Source: an optimization exercise on an open RTL-to-GDS flow (aim: small area). Production flows keep margins and buffers that such runs may drop. In this exercise RTL edits were held to simulation tests only and were not proved equivalent to the original.

File: flow/design.v
`default_nettype none
package fft_pkg;
   typedef struct packed {
      logic signed [12-1:0] im;
      logic signed [12-1:0] re;
   } sample_t;
   typedef logic [4-1:0] addr_t;
   typedef logic [4-2:0] tf_addr_t;
   typedef enum logic [1:0] {
      IDLE,
      STAGE,
      DRAIN,
      WAIT_OUT
   } ctrl_state_t;
endpackage
`default_nettype wire
`timescale 1ns/1ps
`default_nettype none
module fft_input_buffer (
   input  logic             clk,
   input  logic             rst_n,
   input  fft_pkg::sample_t in_x,
   input  logic             in_nd,
   input  logic             in_release,
   input  fft_pkg::addr_t   rd_addr0,
   input  fft_pkg::addr_t   rd_addr1,
   output logic             in_full,
   output logic             overflow,
   output fft_pkg::sample_t rd_data0,
   output fft_pkg::sample_t rd_data1
);
   logic [2*12-1:0] mem [16];
   fft_pkg::addr_t   wr_ptr;
   logic             accept;
   assign accept = in_nd && !in_full;
   always_ff @(posedge clk or negedge rst_n)
   begin
      if (!rst_n)
      begin
         wr_ptr   <= '0;
         in_full  <= 1'b0;
         overflow <= 1'b0;
      end
      else
      begin
         if (accept)
            wr_ptr <= wr_ptr + 1'b1;
         if (accept && (&wr_ptr))
            in_full <= 1'b1;
         else if (in_release)
            in_full <= 1'b0;
         if (in_nd && in_full)
            overflow <= 1'b1;
      end
   end
   always_ff @(posedge clk)
   begin
      if (accept)
         mem[wr_ptr] <= in_x;
   end
   assign rd_data0 = mem[rd_addr0];
   assign rd_data1 = mem[rd_addr1];
endmodule
`default_nettype wire
`timescale 1ns/1ps
`default_nettype none
module fft_stage_counter (
   input  logic              clk,
   input  logic              rst_n,
   input  logic              start_frame,
   input  logic              step,
   input  logic              start_drain,
   output fft_pkg::addr_t    in0_addr,
   output fft_pkg::addr_t    in1_addr,
   output fft_pkg::addr_t    out0_addr,
   output fft_pkg::addr_t    out1_addr,
   output fft_pkg::tf_addr_t tf_addr,
   output logic              first_stage,
   output logic              last_stage,
   output logic              stage_done,
   output logic              drain_done,
   output logic              read_bank
);
   localparam int DW = $clog2(3 + 1);
   fft_pkg::addr_t s;
   fft_pkg::addr_t series_mask;
   logic [DW-1:0]  drain_cnt;
   logic           drain_active;
   always_ff @(posedge clk or negedge rst_n)
   begin
      if (!rst_n)
      begin
         out0_addr   <= '0;
         s           <= fft_pkg::addr_t'(16 / 2);
         series_mask <= fft_pkg::addr_t'(16 / 2 - 1);
         read_bank   <= 1'b0;
      end
      else if (start_frame)
      begin
         out0_addr   <= '0;
         s           <= fft_pkg::addr_t'(16 / 2);
         series_mask <= fft_pkg::addr_t'(16 / 2 - 1);
         read_bank   <= 1'b0;
      end
      else if (step)
      begin
         if (stage_done)
         begin
            out0_addr   <= '0;
            s           <= s >> 1;
            series_mask <= series_mask >> 1;
            read_bank   <= ~read_bank;
         end
         else
            out0_addr <= out0_addr + 1'b1;
      end
   end
   assign in0_addr  = (out0_addr & series_mask) | ((out0_addr & ~series_mask) << 1);
   assign in1_addr  = in0_addr + s;
   assign out1_addr = {1'b1, out0_addr[4-2:0]};
   assign tf_addr   = out0_addr[4-2:0] & ~series_mask[4-2:0];
   assign first_stage = (s == fft_pkg::addr_t'(16 / 2));
   assign last_stage  = (s == fft_pkg::addr_t'(1));
   assign stage_done  = &out1_addr;
   always_ff @(posedge clk or negedge rst_n)
   begin
      if (!rst_n)
      begin
         drain_active <= 1'b0;
         drain_cnt    <= '0;
      end
      else if (start_drain)
      begin
         drain_active <= 1'b1;
         drain_cnt    <= DW'(3 - 1);
      end
      else if (drain_active)
      begin
         if (drain_cnt == '0)
            drain_active <= 1'b0;
         else
            drain_cnt <= drain_cnt - 1'b1;
      end
   end
   assign drain_done = drain_active && (drain_cnt == '0);
endmodule
`default_nettype wire
`timescale 1ns/1ps
`default_nettype none
module fft_ctrl (
   input  logic clk,
   input  logic rst_n,
   input  logic in_full,
   input  logic stage_done,
   input  logic drain_done,
   input  logic first_stage,
   input  logic last_stage,
   input  logic out_busy,
   output logic start_frame,
   output logic step,
   output logic issue,
   output logic start_drain,
   output logic in_release,
   output logic out_load
);
   fft_pkg::ctrl_state_t state;
   logic drain_first;
   logic drain_last;
   always_ff @(posedge clk or negedge rst_n)
   begin
      if (!rst_n)
      begin
         state       <= fft_pkg::IDLE;
         drain_first <= 1'b0;
         drain_last  <= 1'b0;
      end
      else
      begin
         case (state)
            fft_pkg::IDLE:
               if (in_full)
                  state <= fft_pkg::STAGE;
            fft_pkg::STAGE:
               if (stage_done)
               begin
                  state       <= fft_pkg::DRAIN;
                  drain_first <= first_stage;
                  drain_last  <= last_stage;
               end
            fft_pkg::DRAIN:
               if (drain_done)
               begin
                  if (drain_last)
                     state <= fft_pkg::IDLE;
                  else if (last_stage && out_busy)
                     state <= fft_pkg::WAIT_OUT;
                  else
                     state <= fft_pkg::STAGE;
               end
            fft_pkg::WAIT_OUT:
               if (!out_busy)
                  state <= fft_pkg::STAGE;
            default:
               state <= fft_pkg::IDLE;
         endcase
      end
   end
   assign start_frame = (state == fft_pkg::IDLE) && in_full;
   assign issue       = (state == fft_pkg::STAGE);
   assign step        = issue;
   assign start_drain = issue && stage_done;
   assign in_release  = (state == fft_pkg::DRAIN) && drain_done && drain_first;
   assign out_load    = (state == fft_pkg::DRAIN) && drain_done && drain_last;
endmodule
`default_nettype wire
`timescale 1ns/1ps
`default_nettype none
module fft_butterfly (
   input  logic             clk,
   input  logic             rst_n,
   input  logic             issue,
   input  fft_pkg::sample_t a,
   input  fft_pkg::sample_t b,
   input  fft_pkg::sample_t w,
   input  fft_pkg::addr_t   tag_out0,
   input  fft_pkg::addr_t   tag_out1,
   input  logic             tag_last,
   input  logic             tag_bank,
   output logic             y_valid,
   output fft_pkg::sample_t y0,
   output fft_pkg::sample_t y1,
   output fft_pkg::addr_t   y_out0,
   output fft_pkg::addr_t   y_out1,
   output logic             y_last,
   output logic             y_bank
);
   localparam int PW = 2 * 12 + 1;
   localparam int SW = PW + 1;
   localparam int TW = 2 * 4 + 2;
   logic                 v1, v2;
   logic [TW-1:0]        tag1, tag2;
   fft_pkg::sample_t     a1, b1, w1, a2;
   logic signed [PW-1:0] prod_re, prod_im, p2_re, p2_im;
   logic signed [SW-1:0] sum_re, sum_im, dif_re, dif_im;
   always_ff @(posedge clk or negedge rst_n)
   begin
      if (!rst_n)
      begin
         v1      <= 1'b0;
         v2      <= 1'b0;
         y_valid <= 1'b0;
      end
      else
      begin
         v1      <= issue;
         v2      <= v1;
         y_valid <= v2;
      end
   end
   always_comb
   begin
      prod_re = PW'(w1.re) * PW'(b1.re) - PW'(w1.im) * PW'(b1.im);
      prod_im = PW'(w1.re) * PW'(b1.im) + PW'(w1.im) * PW'(b1.re);
      sum_re  = SW'(a2.re) + SW'(p2_re);
      sum_im  = SW'(a2.im) + SW'(p2_im);
      dif_re  = SW'(a2.re) - SW'(p2_re);
      dif_im  = SW'(a2.im) - SW'(p2_im);
   end
   always_ff @(posedge clk)
   begin
      a1   <= a;
      b1   <= b;
      w1   <= w;
      tag1 <= {tag_out0, tag_out1, tag_last, tag_bank};
      a2    <= a1;
      p2_re <= prod_re >>> 10;
      p2_im <= prod_im >>> 10;
      tag2  <= tag1;
      y0.re <= sum_re[12:1];
      y0.im <= sum_im[12:1];
      y1.re <= dif_re[12:1];
      y1.im <= dif_im[12:1];
      {y_out0, y_out1, y_last, y_bank} <= tag2;
   end
endmodule
`default_nettype wire
`timescale 1ns/1ps
`default_nettype none
module fft_work_ram (
   input  logic             clk,
   input  logic             wr_en,
   input  logic             wr_bank,
   input  fft_pkg::addr_t   wr_addr0,
   input  fft_pkg::addr_t   wr_addr1,
   input  fft_pkg::sample_t wr_data0,
   input  fft_pkg::sample_t wr_data1,
   input  logic             rd_bank,
   input  fft_pkg::addr_t   rd_addr0,
   input  fft_pkg::addr_t   rd_addr1,
   output fft_pkg::sample_t rd_data0,
   output fft_pkg::sample_t rd_data1
);
   logic [2*12-1:0] mem [2*16];
   always_ff @(posedge clk)
   begin
      if (wr_en)
      begin
         mem[{wr_bank, wr_addr0}] <= wr_data0;
         mem[{wr_bank, wr_addr1}] <= wr_data1;
      end
   end
   assign rd_data0 = mem[{rd_bank, rd_addr0}];
   assign rd_data1 = mem[{rd_bank, rd_addr1}];
endmodule
`default_nettype wire
`timescale 1ns/1ps
`default_nettype none
module fft_output_buffer (
   input  logic             clk,
   input  logic             rst_n,
   input  logic             wr_en,
   input  fft_pkg::addr_t   wr_addr0,
   input  fft_pkg::addr_t   wr_addr1,
   input  fft_pkg::sample_t wr_data0,
   input  fft_pkg::sample_t wr_data1,
   input  logic             out_load,
   output logic             out_busy,
   output fft_pkg::sample_t out_x,
   output logic             out_nd
);
   logic [2*12-1:0] mem [16];
   fft_pkg::addr_t   rd_ptr;
   logic             streaming;
   always_ff @(posedge clk)
   begin
      if (wr_en)
      begin
         mem[wr_addr0] <= wr_data0;
         mem[wr_addr1] <= wr_data1;
      end
   end
   always_ff @(posedge clk or negedge rst_n)
   begin
      if (!rst_n)
      begin
         streaming <= 1'b0;
         rd_ptr    <= '0;
      end
      else if (out_load)
      begin
         streaming <= 1'b1;
         rd_ptr    <= '0;
      end
      else if (streaming)
      begin
         rd_ptr <= rd_ptr + 1'b1;
         if (&rd_ptr)
            streaming <= 1'b0;
      end
   end
   assign out_x    = mem[rd_ptr];
   assign out_nd   = streaming;
   assign out_busy = streaming;
endmodule
`default_nettype wire
`timescale 1ns/1ps
`default_nettype none
module fft_dit_top (
   input  logic             clk,
   input  logic             rst_n,
   input  fft_pkg::sample_t in_x,
   input  logic             in_nd,
   output fft_pkg::sample_t out_x,
   output logic             out_nd,
   output logic             overflow
);
   fft_pkg::addr_t    in0_addr, in1_addr, out0_addr, out1_addr;
   fft_pkg::tf_addr_t tf_addr;
   fft_pkg::sample_t  ib_rd0, ib_rd1, wr_rd0, wr_rd1, bf_a, bf_b, bf_w, y0, y1;
   fft_pkg::addr_t    y_out0, y_out1;
   logic in_full, in_release, start_frame, step, issue, start_drain, out_load;
   logic first_stage, last_stage, stage_done, drain_done, read_bank, out_busy;
   logic y_valid, y_last, y_bank;
   assign bf_a = first_stage ? ib_rd0 : wr_rd0;
   assign bf_b = first_stage ? ib_rd1 : wr_rd1;
   always_comb
   begin
      case (tf_addr)
         3'd0:    begin bf_w.re =  12'sd1024; bf_w.im =  12'sd0;    end
         3'd1:    begin bf_w.re =  12'sd946;  bf_w.im = -12'sd392;  end
         3'd2:    begin bf_w.re =  12'sd724;  bf_w.im = -12'sd724;  end
         3'd3:    begin bf_w.re =  12'sd392;  bf_w.im = -12'sd946;  end
         3'd4:    begin bf_w.re =  12'sd0;    bf_w.im = -12'sd1024; end
         3'd5:    begin bf_w.re = -12'sd392;  bf_w.im = -12'sd946;  end
         3'd6:    begin bf_w.re = -12'sd724;  bf_w.im = -12'sd724;  end
         default: begin bf_w.re = -12'sd946;  bf_w.im = -12'sd392;  end
      endcase
   end
   fft_input_buffer u_in_buf (
      .clk, .rst_n, .in_x, .in_nd, .in_release,
      .rd_addr0 (in0_addr), .rd_addr1 (in1_addr),
      .in_full, .overflow, .rd_data0 (ib_rd0), .rd_data1 (ib_rd1)
   );
   fft_stage_counter u_cnt (
      .clk, .rst_n, .start_frame, .step, .start_drain,
      .in0_addr, .in1_addr, .out0_addr, .out1_addr, .tf_addr,
      .first_stage, .last_stage, .stage_done, .drain_done, .read_bank
   );
   fft_ctrl u_ctrl (
      .clk, .rst_n, .in_full, .stage_done, .drain_done, .first_stage,
      .last_stage, .out_busy, .start_frame, .step, .issue, .start_drain,
      .in_release, .out_load
   );
   fft_butterfly u_bf (
      .clk, .rst_n, .issue, .a (bf_a), .b (bf_b), .w (bf_w),
      .tag_out0 (out0_addr), .tag_out1 (out1_addr), .tag_last (last_stage),
      .tag_bank (~read_bank), .y_valid, .y0, .y1, .y_out0, .y_out1, .y_last, .y_bank
   );
   fft_work_ram u_work (
      .clk, .wr_en (y_valid && !y_last), .wr_bank (y_bank),
      .wr_addr0 (y_out0), .wr_addr1 (y_out1), .wr_data0 (y0), .wr_data1 (y1),
      .rd_bank (read_bank), .rd_addr0 (in0_addr), .rd_addr1 (in1_addr),
      .rd_data0 (wr_rd0), .rd_data1 (wr_rd1)
   );
   fft_output_buffer u_out (
      .clk, .rst_n, .wr_en (y_valid && y_last), .wr_addr0 (y_out0), .wr_addr1 (y_out1),
      .wr_data0 (y0), .wr_data1 (y1), .out_load, .out_busy, .out_x, .out_nd
   );
endmodule
`default_nettype wire
File: flow/run.sh
#!/bin/bash
# synth_recipe.tcl (not shown) runs the flow's synth.tcl, then flattens the netlist and writes it again
# the make line also repeats each setting of config.mk as NAME=value (left out here)
make -C /OpenROAD-flow-scripts/flow DESIGN_CONFIG=/design/flow/config.mk WORK_HOME=/design/flow/orfs CLKGATE_MAP_FILE= SYNTH_SCRIPT=/design/flow/synth_recipe.tcl finish
File: flow/config.mk
export PLATFORM = sky130hd
export DESIGN_NAME = fft_dit_top
export DESIGN_NICKNAME = fft_dit_top
export VERILOG_FILES = /design/flow/design.v
export SDC_FILE = /design/flow/constraint.sdc
export NUM_CORES = 4
export LEC_CHECK = 0
export CAP_MARGIN = 20
export CORE_MARGIN = 2
export CORE_UTILIZATION = 40
export SLEW_MARGIN = 20
File: flow/constraint.sdc
create_clock -name core_clock -period 10.0 [get_ports {clk}]
set_input_delay 2.0000 -clock core_clock [delete_from_list [all_inputs] [get_ports {clk}]]
set_output_delay 2.0000 -clock core_clock [all_outputs]
set_load 0.01 [all_outputs]
==> results.sh <==
export IMPL_outcome="timing/DRC/antenna clean"
export IMPL_num_rows=182
export IMPL_worst_slew_pin_slew_ns=1.19
export IMPL_regArea_um2=50600
export IMPL_synthesis_area_um2=99300
export IMPL_dp_hpwl_um=166000
export IMPL_min_period_ns=7.20
export IMPL_netlist_top_cells_area="edfxtp_1 46%, mux4_2 17%, fa_1 11%"
export IMPL_crit_required_ns=10.67
export IMPL_num_vias=55671
export IMPL_die_area_um2=252000
export IMPL_multiInputGateArea_um2=44700
export IMPL_syn_instance_count=6626
export IMPL_drive_above_1_share_pct=24.2
export IMPL_setup_tns_ns=0
export IMPL_grt_pass1_wl_um=390000
export IMPL_cp_depth=20
export IMPL_clock_path_buffers=3
export IMPL_ys_warnings_count=7
export IMPL_yosysMostFrequentCell="edfxtp_1"
export IMPL_gp_congestion=0.857
export IMPL_ys_types=66
export IMPL_slew_viol_final=0
export IMPL_fp_dieW_um=502
export IMPL_wl_um=261000
export IMPL_synth_area_leader_cell="edfxtp_1"
export IMPL_rsz0062_at_grt="no"
export IMPL_vias_per_cell=5.55
export IMPL_syn_nets=7435
export IMPL_die_h_um=502
export IMPL_hold_class="reg -> reg"
export IMPL_async_flop_share_pct=1.83
export IMPL_maxCapViolCount=0
export IMPL_yosysTopAreaCellShare_pct=46.4
export IMPL_syn_to_final_growth_pct=10.4
export IMPL_path_class="reg -> reg"
export IMPL_worstPathMaxFanout=13
export IMPL_fin_skew_ns=0.0632
export IMPL_fmaxAchievable_ghz=0.139
export IMPL_crit_top_cell="fa_1"
export IMPL_fill_cells=21676
export IMPL_synth_flop_cell="edfxtp_1"
export IMPL_startpoint_type="flip-flop"
export IMPL_cts_tree="done"
export IMPL_reg2reg_slack_ns=2.80
export IMPL_cts_buffers=183
export IMPL_cpMaxStageDelayCell="fa_1"
export IMPL_ios=53
export IMPL_final_hold_violation_count=0
export IMPL_cts_resized=0
export IMPL_port_buffers=52
export IMPL_insertion_delay_ns=0.85
export IMPL_crit_arrival_ns=7.87
export IMPL_antenna_found_initial=3
export IMPL_reg2reg_depth=20
export IMPL_htreeDepth=4
export IMPL_grt_overflow_total=0
export IMPL_cts_root_buf="clkbuf_16"
export IMPL_cts_setup_buffers=0
export IMPL_grt_max_degree=120
export IMPL_drc=0
export IMPL_synthTopCellsByCount="1536 x edfxtp_1, 997 x nand2_1, 768 x mux4_2"
export IMPL_max_slew_margin_pct=20.7
export IMPL_syn_avg_cell_area_um2=15.0
export IMPL_post_place_ws_ns=2.88
export IMPL_crit_start="u_bf.w1[22]"
export IMPL_clock_sinks=1750
export IMPL_nets=7377
export IMPL_critPathTopFamily="adder cells"
export IMPL_post_route_period_util_pct=72.0
export IMPL_cp_cell_sequence="buf_4 -> nand2_1 -> inv_1 -> fa_1 -> fa_1 -> fa_1 -> fa_1 -> fa_1 -> fa_1 -> fa_1 -> inv_1 -> ha_1 -> a21o_1 -> a21oi_1 -> o21ai_1 -> a21oi_1 -> o21ai_1 -> nor4_1 -> nor3_1 -> xnor2_1"
export IMPL_worstReg2RegStart="u_bf.w1[22]"
export IMPL_postCtsHoldBufs=0
export IMPL_finalWorstSetupSlack_ns=2.80
export IMPL_post_drt_wl_per_cell_um=26.1
export IMPL_antenna_left=0
export IMPL_reg2reg_to="u_bf.p2_re[12]"
export IMPL_setup_viol=0
export IMPL_endpoint="u_bf.p2_re[12]"
export IMPL_critPathMaxStageDelay_ns=0.59
export IMPL_synth_edff_count=1536
export IMPL_drtIter0Drc=5403
export IMPL_worst_path_buf_inv=3
export IMPL_grt_pass1_vias=58704
export IMPL_ys_seq_area_share_pct=50.9
export IMPL_start_util_pct=40.3
export IMPL_core_area_um2=246000
export IMPL_clk_pin_slew_ns=0.07
export IMPL_worstSetupEndpointType="flip-flop"
export IMPL_synth_ff_latch_count=1750
export IMPL_grt_use_total_pct=21.0
export IMPL_drtPass1Iterations=5
## worst min-delay path by stage
stage / start / to / slack, ns / cells after the start
floorplan: u_bf.a1[0] / u_bf.a2[0] / 0.31 / 0
global placement: u_bf.a1[7] / u_bf.a2[7] / 0.31 / 0
detailed placement: u_bf.a1[12] / u_bf.a2[12] / 0.31 / 0
CTS: u_bf.a1[12] / u_bf.a2[12] / 0.32 / 0
global route: u_bf.tag1[9] / u_bf.tag2[9] / 0.33 / 0
finish: u_bf.a1[13] / u_bf.a2[13] / 0.32 / 0
## through the flow
step	cells	hold WS (ns)	util [%]	cell area, um^2
after floorplan	6626	0.310	-	99300
after global placement	9694	0.311	42.1	104000
after detailed placement	9694	0.312	42.1	104000
after CTS	10025	0.320	44.5	110000
after global routing	10027	0.328	44.5	110000
final	10027	0.318	44.5	110000
## final cells by class
cell class | count | share of cell area [%]
multi-input cells | 3741 | 40.8
inverters | 692 | 2.37
clock buffers | 245 | 4.53
well taps | 3312 | 3.78
clock inverters | 86 | 0.853
flip-flops and latches | 1750 | 46.1
repair buffers | 200 | 1.56
diodes | 1 | 0.00228
## routing by layer
metal | share of wire (%) | global-route usage (%)
met1 | 42 | 28.6
met2 | 50 | 35.2
met3 | 5.6 | 2.63
met4 | 3.0 | 6.36
met5 | 0 | 0
## logic make-up (layout without fill, tap and decap cells)
| group | after synthesis | after routing | synth area share [%] |
|---|---|---|---|
| simple gates | 1463 | 1463 | 6.43 |
| compound gates | 190 | 190 | 1.18 |
| mux | 1182 | 1182 | 22.0 |
| other cells | 0 | 1 | 0 |
| fa+ha+maj | 782 | 782 | 13.9 |
| xor+xnor | 124 | 124 | 1.09 |
| flops | 1750 | 1750 | 50.9 |
| buf+inv | 1135 | 1223 | 4.44 |
## flip-flops by register name (all words and copies together) (netlist names), 3 cells and up
name / count
u_out.mem: 384
u_cnt.s: 3
u_in_buf.wr_ptr: 4
u_bf.a2: 24
u_bf.y0: 24
u_bf.p2_re: 13
u_bf.b1: 24
u_bf.a1: 24
u_work.mem: 768
u_bf.y1: 24
u_bf.p2_im: 13
u_bf.w1: 18
u_bf.tag1: 6
u_cnt.out0_addr: 4
u_in_buf.mem: 384
u_bf.y_out0: 4
u_cnt.series_mask: 3
u_bf.tag2: 6
u_out.rd_ptr: 4
## cells in the final DEF (no fill, tap or decap), types with 9 or more instances in the layout
cell / n
nor2_4: 23
nor2_1: 77
mux2_2: 362
mux4_2: 768
fa_1: 535
a21oi_1: 46
nand3_1: 10
edfxtp_1: 1536
nand2_1: 996
a21o_1: 12
clkbuf_8: 11
nand2b_1: 30
clkinv_2: 27
o21ai_0: 44
clkbuf_1: 48
ha_1: 245
nor3_1: 14
dfxtp_1: 176
nor3_2: 16
and2_1: 216
mux2i_1: 52
inv_1: 679
clkinv_1: 30
nand4b_1: 19
nor2_2: 13
nor2b_1: 14
clkdlybuf4s50_1: 51
xnor2_1: 95
o21ai_1: 30
xor2_1: 27
dfrtp_1: 26
o21bai_1: 18
clkbuf_16: 185
buf_4: 141
bufinv_16: 12
inv_2: 9

-- port drivers added, routing unchanged --
The flow's constraints put no driver on any port. The routed layout listed below was extracted and timed again, unchanged, in two steps.
Step 1 (the two cells are an assumption about what drives the block):
set clk [get_ports {clk}]
set_driving_cell -lib_cell sky130_fd_sc_hd__clkbuf_16 $clk
set_driving_cell -lib_cell sky130_fd_sc_hd__buf_2 [delete_from_list [all_inputs] $clk]
Step 2, shift: input delay + t, output delay - t, t = (earliest + latest rising clock arrival at the registers) / 2. This alone moves slack from input paths to output paths.
Slacks: no drivers / after step 1 / after step 2; pairs: no drivers / after step 1.
t (ns): 0.908
slack for setup (ns): 2.799 / 2.799 / 2.799
latest minus earliest clock arrival (ns): 0.065 / 0.064
After both steps this run still meets setup and hold. For this run, drivers alone change the setup slack by 0.000 ns; drivers and shift together by 0.000 ns.
